What follows belongs to an exercise in optimizing a design on an open flow for small area; a production flow would make more cautious choices. In this exercise RTL edits were held to simulation tests only and were not proved equivalent to the original. No activity file was given, so power comes from the tool's default toggle rates.

===== flow/run.sh =====
#!/bin/bash
# synth_recipe.tcl (not shown) runs the flow's synth.tcl, then flattens the netlist and writes it again
# the make line also repeats each setting of config.mk as NAME=value (left out here)
make -C /OpenROAD-flow-scripts/flow DESIGN_CONFIG=/design/flow/config.mk WORK_HOME=/design/flow/orfs CLKGATE_MAP_FILE= SYNTH_SCRIPT=/design/flow/synth_recipe.tcl finish

===== flow/config.mk =====
export PLATFORM = sky130hd
export DESIGN_NAME = hash_table
export DESIGN_NICKNAME = hash_table
export VERILOG_FILES = /design/flow/design.v
export SDC_FILE = /design/flow/constraint.sdc
export NUM_CORES = 4
export LEC_CHECK = 0
export CAP_MARGIN = 20
export CORE_MARGIN = 2
export CORE_UTILIZATION = 40
export SLEW_MARGIN = 20

===== flow/constraint.sdc =====
create_clock -name core_clock -period 6.0 [get_ports {clk}]
set_input_delay 1.2000 -clock core_clock [delete_from_list [all_inputs] [get_ports {clk}]]
set_output_delay 1.2000 -clock core_clock [all_outputs]
set_load 0.01 [all_outputs]

===== flow/design.v =====
`default_nettype none
module h3_hash (
    input  wire [8-1:0]    key_i,
    input  wire [(8 * 3)-1:0] matrix_i,
    output reg  [3-1:0]    adr_o
);
    integer b;
    always @(*) begin
        adr_o = {3{1'b0}};
        for (b = 0; b < 8; b = b + 1) begin
            if (key_i[b]) begin
                adr_o = adr_o ^ matrix_i[b*3 +: 3];
            end
        end
    end
endmodule
`default_nettype wire
`default_nettype none
module table_bank #(
    parameter [((4 > 1) ? $clog2(4) : 1)-1:0] TABLE_IDX = 0
) (
    input  wire                       clk,
    input  wire                       rst_n_i,
    input  wire                       en_i,
    input  wire [3-1:0]   rd_adr_i,
    input  wire [(1 + ((4 > 1) ? $clog2(4) : 1) + 3 + (1 + 8 + 16))-1:0]    wr_i,
    output wire [(1 + 8 + 16)-1:0] entry_o
);
    localparam SLOTS = 2 ** 3;
    reg  [8-1:0]   key_mem  [0:SLOTS-1];
    reg  [16-1:0]  data_mem [0:SLOTS-1];
    reg  [SLOTS-1:0]           valid_q;
    reg  [8-1:0]   rd_key_q;
    reg  [16-1:0]  rd_data_q;
    reg                        rd_valid_q;
    wire                       wr_en    = wr_i[(1 + ((4 > 1) ? $clog2(4) : 1) + 3 + (1 + 8 + 16))-1];
    wire [((4 > 1) ? $clog2(4) : 1)-1:0]   wr_idx   = wr_i[3 + (1 + 8 + 16) +: ((4 > 1) ? $clog2(4) : 1)];
    wire [3-1:0]   wr_adr   = wr_i[(1 + 8 + 16) +: 3];
    wire                       wr_valid = wr_i[((1 + 8 + 16) - 1)];
    wire [8-1:0]   wr_key   = wr_i[16 +: 8];
    wire [16-1:0]  wr_data  = wr_i[0 +: 16];
    wire                       wr_hit   = wr_en && (wr_idx == TABLE_IDX);
    always @(posedge clk) begin
        if (en_i) begin
            if (wr_hit) begin
                key_mem[wr_adr]  <= wr_key;
                data_mem[wr_adr] <= wr_data;
            end
            rd_key_q  <= key_mem[rd_adr_i];
            rd_data_q <= data_mem[rd_adr_i];
        end
    end
    always @(posedge clk or negedge rst_n_i) begin
        if (!rst_n_i) begin
            valid_q    <= {SLOTS{1'b0}};
            rd_valid_q <= 1'b0;
        end else if (en_i) begin
            if (wr_hit) begin
                valid_q[wr_adr] <= wr_valid;
            end
            rd_valid_q <= valid_q[rd_adr_i];
        end
    end
    assign entry_o = {rd_valid_q, rd_key_q, rd_data_q};
endmodule
`default_nettype wire
`default_nettype none
module forward_unit (
    input  wire                                      clk,
    input  wire                                      rst_n_i,
    input  wire                                      en_i,
    input  wire [(1 + ((4 > 1) ? $clog2(4) : 1) + 3 + (1 + 8 + 16))-1:0]                   wr_i,
    input  wire [4*3-1:0]   adr_i,
    input  wire [4*(1 + 8 + 16)-1:0] entries_i,
    output reg  [4*(1 + 8 + 16)-1:0] entries_o
);
    reg                        fwd_en_q;
    reg [((4 > 1) ? $clog2(4) : 1)-1:0]    fwd_idx_q;
    reg [3-1:0]    fwd_adr_q;
    reg [(1 + 8 + 16)-1:0]  fwd_entry_q;
    integer t;
    always @(posedge clk or negedge rst_n_i) begin
        if (!rst_n_i) begin
            fwd_en_q <= 1'b0;
        end else if (en_i) begin
            fwd_en_q <= wr_i[(1 + ((4 > 1) ? $clog2(4) : 1) + 3 + (1 + 8 + 16))-1];
        end
    end
    always @(posedge clk) begin
        if (en_i) begin
            fwd_idx_q   <= wr_i[3 + (1 + 8 + 16) +: ((4 > 1) ? $clog2(4) : 1)];
            fwd_adr_q   <= wr_i[(1 + 8 + 16) +: 3];
            fwd_entry_q <= wr_i[0 +: (1 + 8 + 16)];
        end
    end
    always @(*) begin
        for (t = 0; t < 4; t = t + 1) begin
            if (fwd_en_q && fwd_idx_q == t && adr_i[t*3 +: 3] == fwd_adr_q) begin
                entries_o[t*(1 + 8 + 16) +: (1 + 8 + 16)] = fwd_entry_q;
            end else begin
                entries_o[t*(1 + 8 + 16) +: (1 + 8 + 16)] = entries_i[t*(1 + 8 + 16) +: (1 + 8 + 16)];
            end
        end
    end
endmodule
`default_nettype wire
`default_nettype none
module ht_controller (
    input  wire                                      clk,
    input  wire                                      rst_n_i,
    input  wire                                      en_i,
    input  wire [(1 + 2 + 8 + 16)-1:0]                  req_i,
    input  wire [4*3-1:0]   adr_i,
    input  wire [4*(1 + 8 + 16)-1:0] entries_i,
    output reg  [(1 + ((4 > 1) ? $clog2(4) : 1) + 3 + (1 + 8 + 16))-1:0]                   wr_o,
    output reg  [(1 + 2 + 16 + 4)-1:0]                 resp_o
);
    wire                       req_valid = req_i[((1 + 2 + 8 + 16) - 1)];
    wire [2-1:0]    req_op    = req_i[(8 + 16) +: 2];
    wire [8-1:0]   req_key   = req_i[(16) +: 8];
    wire [16-1:0]  req_data  = req_i[0 +: 16];
    reg                        hit;
    reg [((4 > 1) ? $clog2(4) : 1)-1:0]    hit_idx;
    reg                        free;
    reg [((4 > 1) ? $clog2(4) : 1)-1:0]    free_idx;
    reg [(1 + 8 + 16)-1:0]  hit_entry;
    reg [(1 + 8 + 16)-1:0]  wr_entry;
    reg [4-1:0] status_d;
    reg [16-1:0]   rd_data_d;
    reg                        wr_en;
    reg [((4 > 1) ? $clog2(4) : 1)-1:0]    wr_idx;
    integer t;
    always @(*) begin
        hit      = 1'b0;
        hit_idx  = {((4 > 1) ? $clog2(4) : 1){1'b0}};
        free     = 1'b0;
        free_idx = {((4 > 1) ? $clog2(4) : 1){1'b0}};
        for (t = 4 - 1; t >= 0; t = t - 1) begin
            if (entries_i[t*(1 + 8 + 16) + ((1 + 8 + 16) - 1)] &&
                entries_i[t*(1 + 8 + 16) + 16 +: 8] == req_key) begin
                hit     = 1'b1;
                hit_idx = t;
            end
            if (!entries_i[t*(1 + 8 + 16) + ((1 + 8 + 16) - 1)]) begin
                free     = 1'b1;
                free_idx = t;
            end
        end
    end
    always @(*) begin
        status_d  = {4{1'b0}};
        rd_data_d = {16{1'b0}};
        hit_entry = entries_i[hit_idx*(1 + 8 + 16) +: (1 + 8 + 16)];
        wr_entry  = hit_entry;
        wr_en     = 1'b0;
        wr_idx    = hit_idx;
        case (req_op)
            2'd1: begin
                if (hit) begin
                    rd_data_d = hit_entry[0 +: 16];
                end else begin
                    status_d[3] = 1'b1;
                end
            end
            2'd2: begin
                wr_entry = {1'b1, req_key, req_data};
                wr_idx   = free_idx;
                if (hit) begin
                    status_d[2] = 1'b1;
                end else if (!free) begin
                    status_d[1] = 1'b1;
                end else begin
                    wr_en = req_valid;
                end
            end
            2'd3: begin
                wr_entry[((1 + 8 + 16) - 1)] = 1'b0;   
                if (hit) begin
                    wr_en = req_valid;
                end else begin
                    status_d[0] = 1'b1;
                end
            end
            default: begin
            end
        endcase
        wr_o = {wr_en, wr_idx, adr_i[wr_idx*3 +: 3], wr_entry};
    end
    always @(posedge clk or negedge rst_n_i) begin
        if (!rst_n_i) begin
            resp_o <= {(1 + 2 + 16 + 4){1'b0}};
        end else if (en_i) begin
            resp_o <= {req_valid, req_op, rd_data_d,
                       req_valid ? status_d : {4{1'b0}}};
        end
    end
endmodule
`default_nettype wire
`default_nettype none
module hash_table (
    input  wire                       clk,
    input  wire                       rst_n_i,
    input  wire                       ready_i,
    input  wire [(1 + 2 + 8 + 16)-1:0]   req_i,
    input  wire [(4 * (8 * 3))-1:0]    h3_matrix_i,
    output wire [(1 + 2 + 16 + 4)-1:0]  resp_o
);
    wire [4*3-1:0]   rd_adr;
    reg  [4*3-1:0]   s1_adr_q;
    reg  [(1 + 2 + 8 + 16)-1:0]                  s1_req_q;
    wire [4*(1 + 8 + 16)-1:0] bank_entries;
    wire [4*(1 + 8 + 16)-1:0] fwd_entries;
    wire [(1 + ((4 > 1) ? $clog2(4) : 1) + 3 + (1 + 8 + 16))-1:0]                   tbl_wr;
    genvar t;
    generate
        for (t = 0; t < 4; t = t + 1) begin : g_table
            h3_hash hash_0 (
                .key_i    (req_i[(16) +: 8]),
                .matrix_i (h3_matrix_i[t*(8 * 3) +: (8 * 3)]),
                .adr_o    (rd_adr[t*3 +: 3])
            );
            table_bank #(
                .TABLE_IDX (t)
            ) block_ram (
                .clk      (clk),
                .rst_n_i  (rst_n_i),
                .en_i     (ready_i),
                .rd_adr_i (rd_adr[t*3 +: 3]),
                .wr_i     (tbl_wr),
                .entry_o  (bank_entries[t*(1 + 8 + 16) +: (1 + 8 + 16)])
            );
        end
    endgenerate
    always @(posedge clk or negedge rst_n_i) begin
        if (!rst_n_i) begin
            s1_req_q <= {(1 + 2 + 8 + 16){1'b0}};
        end else if (ready_i) begin
            s1_req_q <= req_i;
        end
    end
    always @(posedge clk) begin
        if (ready_i) begin
            s1_adr_q <= rd_adr;
        end
    end
    forward_unit forward_updater (
        .clk       (clk),
        .rst_n_i   (rst_n_i),
        .en_i      (ready_i),
        .wr_i      (tbl_wr),
        .adr_i     (s1_adr_q),
        .entries_i (bank_entries),
        .entries_o (fwd_entries)
    );
    ht_controller controller (
        .clk       (clk),
        .rst_n_i   (rst_n_i),
        .en_i      (ready_i),
        .req_i     (s1_req_q),
        .adr_i     (s1_adr_q),
        .entries_i (fwd_entries),
        .wr_o      (tbl_wr),
        .resp_o    (resp_o)
    );
endmodule
`default_nettype wire

==> results.txt <==
==> synth_stat cells (3+ instances only) <==
library cell / n / area (µm²)
a21oi_1: 19 / 95.1
a311oi_1: 4 / 35.0
a31oi_1: 4 / 25.0
and3_1: 8 / 50.1
buf_1: 14 / 52.6
buf_2: 11 / 55.1
clkbuf_1: 185 / 694
clkinv_1: 4 / 15.0
dfrtp_1: 87 / 2180
edfxtp_1: 906 / 27200
ha_1: 3 / 37.5
inv_1: 55 / 206
mux2_1: 4 / 45.0
mux2_2: 40 / 450
mux2i_1: 14 / 140
mux4_2: 3 / 67.6
nand2_1: 1034 / 3880
nand2b_1: 5 / 31.3
nand3_1: 401 / 2010
nand3b_1: 3 / 22.5
nand4_1: 7 / 43.8
nor2_1: 63 / 236
nor2b_1: 6 / 37.5
nor3_1: 4 / 20.0
nor3_2: 4 / 40.0
nor4_1: 8 / 50.1
nor4b_1: 3 / 26.3
o211a_1: 3 / 30.0
o211ai_1: 13 / 97.6
o21a_1: 5 / 37.5
o21ai_0: 236 / 1180
o21ai_1: 3 / 15.0
o221a_2: 18 / 203
o22a_1: 16 / 140
o22ai_1: 37 / 231
o31ai_1: 18 / 135
o32ai_1: 19 / 166
or3_1: 4 / 25.0
or4_1: 3 / 22.5
xnor2_1: 85 / 744
xor2_1: 38 / 333
==> worst max-delay path, stage by stage (launching register included) <==
cell and delay [ps]:
dfrtp_1 550, nor2b_1 240, a2111oi_2 420, and4bb_2 290, a21oi_1 90, nor4_1 440, a21oi_1 250, o31ai_2 620
mux4_2 520, inv_1 100, ha_1 270, xnor2_2 770, nand3_1 180, mux2_2 310
==> worst max path at each step <==
stage                                 endpoint                         start  slack, ps  cells past startpoint
5_1_grt        g_table[0].block_ram.valid_q[2]  forward_updater.fwd_adr_q[2]        350                     14
6_report       g_table[0].block_ram.valid_q[2]                  s1_req_q[20]        830                     13
3_3_place_gp   g_table[2].block_ram.valid_q[6]  forward_updater.fwd_adr_q[2]        870                     14
4_1_cts        g_table[3].block_ram.valid_q[2]  forward_updater.fwd_adr_q[2]        860                     13
3_5_place_dp   g_table[3].block_ram.valid_q[6]  forward_updater.fwd_adr_q[2]        870                     14
2_1_floorplan  forward_updater.fwd_entry_q[10]  forward_updater.fwd_adr_q[2]        560                     13
==> layer usage <==
layer	part of all wire [%]	track usage (%)
met1	44	30.1
met2	46	33.6
met3	6.2	2.75
met4	3.3	7.50
met5	0	0
==> where the power goes <==
part / switching, W / internal (W) / total (W)
Sequential: 0.000466 / 0.00896 / 0.00943
Combinational: 0.00446 / 0.00170 / 0.00616
Clock: 0.00261 / 0.00357 / 0.00618
Total: 0.00754 / 0.0142 / 0.0218
==> through the flow <==
step | hold slack (ps) | worst slack, ps | utilization (%) | total power, W | std cells
finish | 488 | 828 | 46.9 | 0.0218 | 5060
global route | 516 | 349 | 46.9 | 0.0227 | 5060
CTS | 479 | 858 | 46.9 | 0.0219 | 5060
detailed placement | 475 | 873 | 43.8 | 0.0157 | 4876
global placement | 473 | 870 | 43.8 | 0.0156 | 4876
floorplan | 456 | 557 | - | 0.0129 | 3436
==> sequential cells by signal (all words and copies together) (netlist names) <==
register and count:
forward_updater.fwd_adr_q 3, controller.resp_o 23, g_table.block_ram.rd_data_q 64, s1_adr_q 12
forward_updater.fwd_entry_q 25, g_table.block_ram.rd_valid_q 4, s1_req_q 27, g_table.block_ram.rd_key_q 32
g_table.block_ram.valid_q 32, g_table.block_ram.data_mem 512, forward_updater.fwd_en_q 1, forward_updater.fwd_idx_q 2
g_table.block_ram.key_mem 256
==> cells by family (layout without fill, tap and decap cells) <==
| logic type | Yosys count | in the layout | share of synthesized area (%) |
|---|---|---|---|
| AOI/OAI and AO/OA | 417 | 417 | 6.29 |
| xor gates and xnor gates | 124 | 124 | 2.64 |
| adders and majority gates | 3 | 3 | 0.0905 |
| buffers and inverters | 273 | 517 | 2.52 |
| DFF | 993 | 993 | 70.8 |
| muxes | 61 | 61 | 1.70 |
| and+or+nand+nor | 1565 | 1565 | 15.9 |
==> cell type report <==
| type | instances | area [µm²] |
|---|---|---|
| fillers | 9226 | 54800 |
| flip-flops and latches | 993 | 29400 |
| multi-input cells | 2170 | 11300 |
| clock buffers | 126 | 2620 |
| repair buffers | 272 | 2530 |
| well taps | 1380 | 1730 |
| clock inverters | 58 | 601 |
| inverters | 61 | 230 |
==> summary.md <==
| Metric | Value |
|---|---|
| Status | complete, no violations |
| Synthesized area | 41500 µm² |
| Hold depth | 1 |
| RSZ-0062 raised after global routing | no |
| Max_cap viols | 0 |
| Final instance area | 48400 µm² |
| Yosys warnings | 8 |
| Final HPWL DP | 67700 µm |
| Mapped Nets | 3565 |
| Ys flop type | edfxtp_1 |
| Final WL | 114000 µm |
| Worst hold start | g_table[2].block_ram.valid_q[0] |
| Ys async rst share | 8.76% |
| Distinct cells, synth | 67 |
| Setup TNS | 0 ps |
| Cts bufs inserted | 99 |
| CTS hold repair buffers | 0 |
| Die X | 326 µm |
| Via density | 5.37 |
| Share of cells above drive strength 1 | 11.3% |
| First-pass GRT wire length | 170000 µm |
| Vias in the first global route | 26100 |
| I/O pin count | 149 |
| Area after DPL | 45200 µm² |
| Worst hold path type | flop to flop |
| Clock root buffer | clkbuf_16 |
| Largest net degree at the start of global routing | 101 |
| Synth Register Bits | 993 |
| RR Startpoint | s1_req_q[20] |
| Routability cong. | 0.884 |
| Pre-antenna DRT Iters | 5 |
| Syn_area_per_cell | 12.1 µm² |
| Tmin final | 5170 ps |
| PortBufs | 148 |
| CTS Sinks | 993 |
| Max Root-Sink Buffers | 3 |
| TritonCTS clock tree | yes |
| Initial Utilization | 40.2% |
| Max transition margin | 34.2% |
| Crit path launch type | flop |
| WHS Endpoint | g_table[2].block_ram.valid_q[0] |
| Core ar. | 103000 µm² |
| Tot GR Track Use | 21.2% |
| DRT iter0 DRCs | 2899 |
| Final Hold Viols | 0 |
| Worst reg2reg path depth | 13 |
| DRC | 0 |
| Die area | 106000 µm² |
| H-tree depth | 3 |
| Skew final | 29.2 ps |
| Crit path required time | 6540 ps |
| Worst-Margin Slew | 984 ps |
| Max-slew violations | 0 |
| Congestion Overflow GR | 0 |
| Clock slew seen by the registers of the worst setup and hold paths | 60 ps |
| Initial antenna violation count | 3 |
| Via count | 27200 |
| R2R setup slack | 830 ps |
| CP Capture Type | flop |
| Routed Antenna Nets | 0 |
| CP Max Fanout | 18 |
| Leak Pwr | 17.2 nW |
| Most common cell after layout, fill and taps aside | nand2_1 |
| Max VDD drop | 0.286 mV |
| Row count | 118 |
| Register area share after synthesis | 70.8% |
| Area grow syn2layout | 16.7% |
| Post-CTS Setup Bufs | 0 |
| Commonest cells after routing, fill and taps aside | nand2_1 (1034), edfxtp_1 (906), nand3_1 (401) |
| Worst skew pair latency | 670 ps |
| CP Class | flop to flop |
| R2r endpoint | g_table[0].block_ram.valid_q[2] |
| Period utilization | 86.2% |
| Cell area power density | 450 nW/µm² |
| Arr. time, crit path | 5710 ps |
| # diodes | 0 |
| Fmax | 0.193 GHz |
| DR WL/cell | 22.6 µm |
| Syn Inst Count | 3436 |
| Post-CTS Resized | 0 |
| Final-report setup violation count | 0 |
| Post-synth EDFFs | 906 |
| Final #Nets | 3726 |
| Height of the die | 326 µm |

==> static timing again, ports no longer ideal <==
No port has a modelled driver above. Below, the same layout with a new extraction and two added sets of constraints. Step 1, drivers: a clkbuf_16 drives clk and a buf_2 each remaining input, both assumed. Step 2 moves the port delays by t, midway between the first and last clock arrival at a register: inputs arrive t later, outputs are due t later. That takes back most of the time a late clock gives input paths. Slacks: no drivers / after step 1 / after step 2; pairs: no drivers / after step 1.
t (ns): 0.713
setup WS [ns]: 0.828 / 0.828 / 0.828
worst slew at a driven data input, ns: 0.08
After both steps setup and hold are still met in this run. The setup slack of this run moves by 0.000 ns with the drivers and by 0.000 ns with both steps.
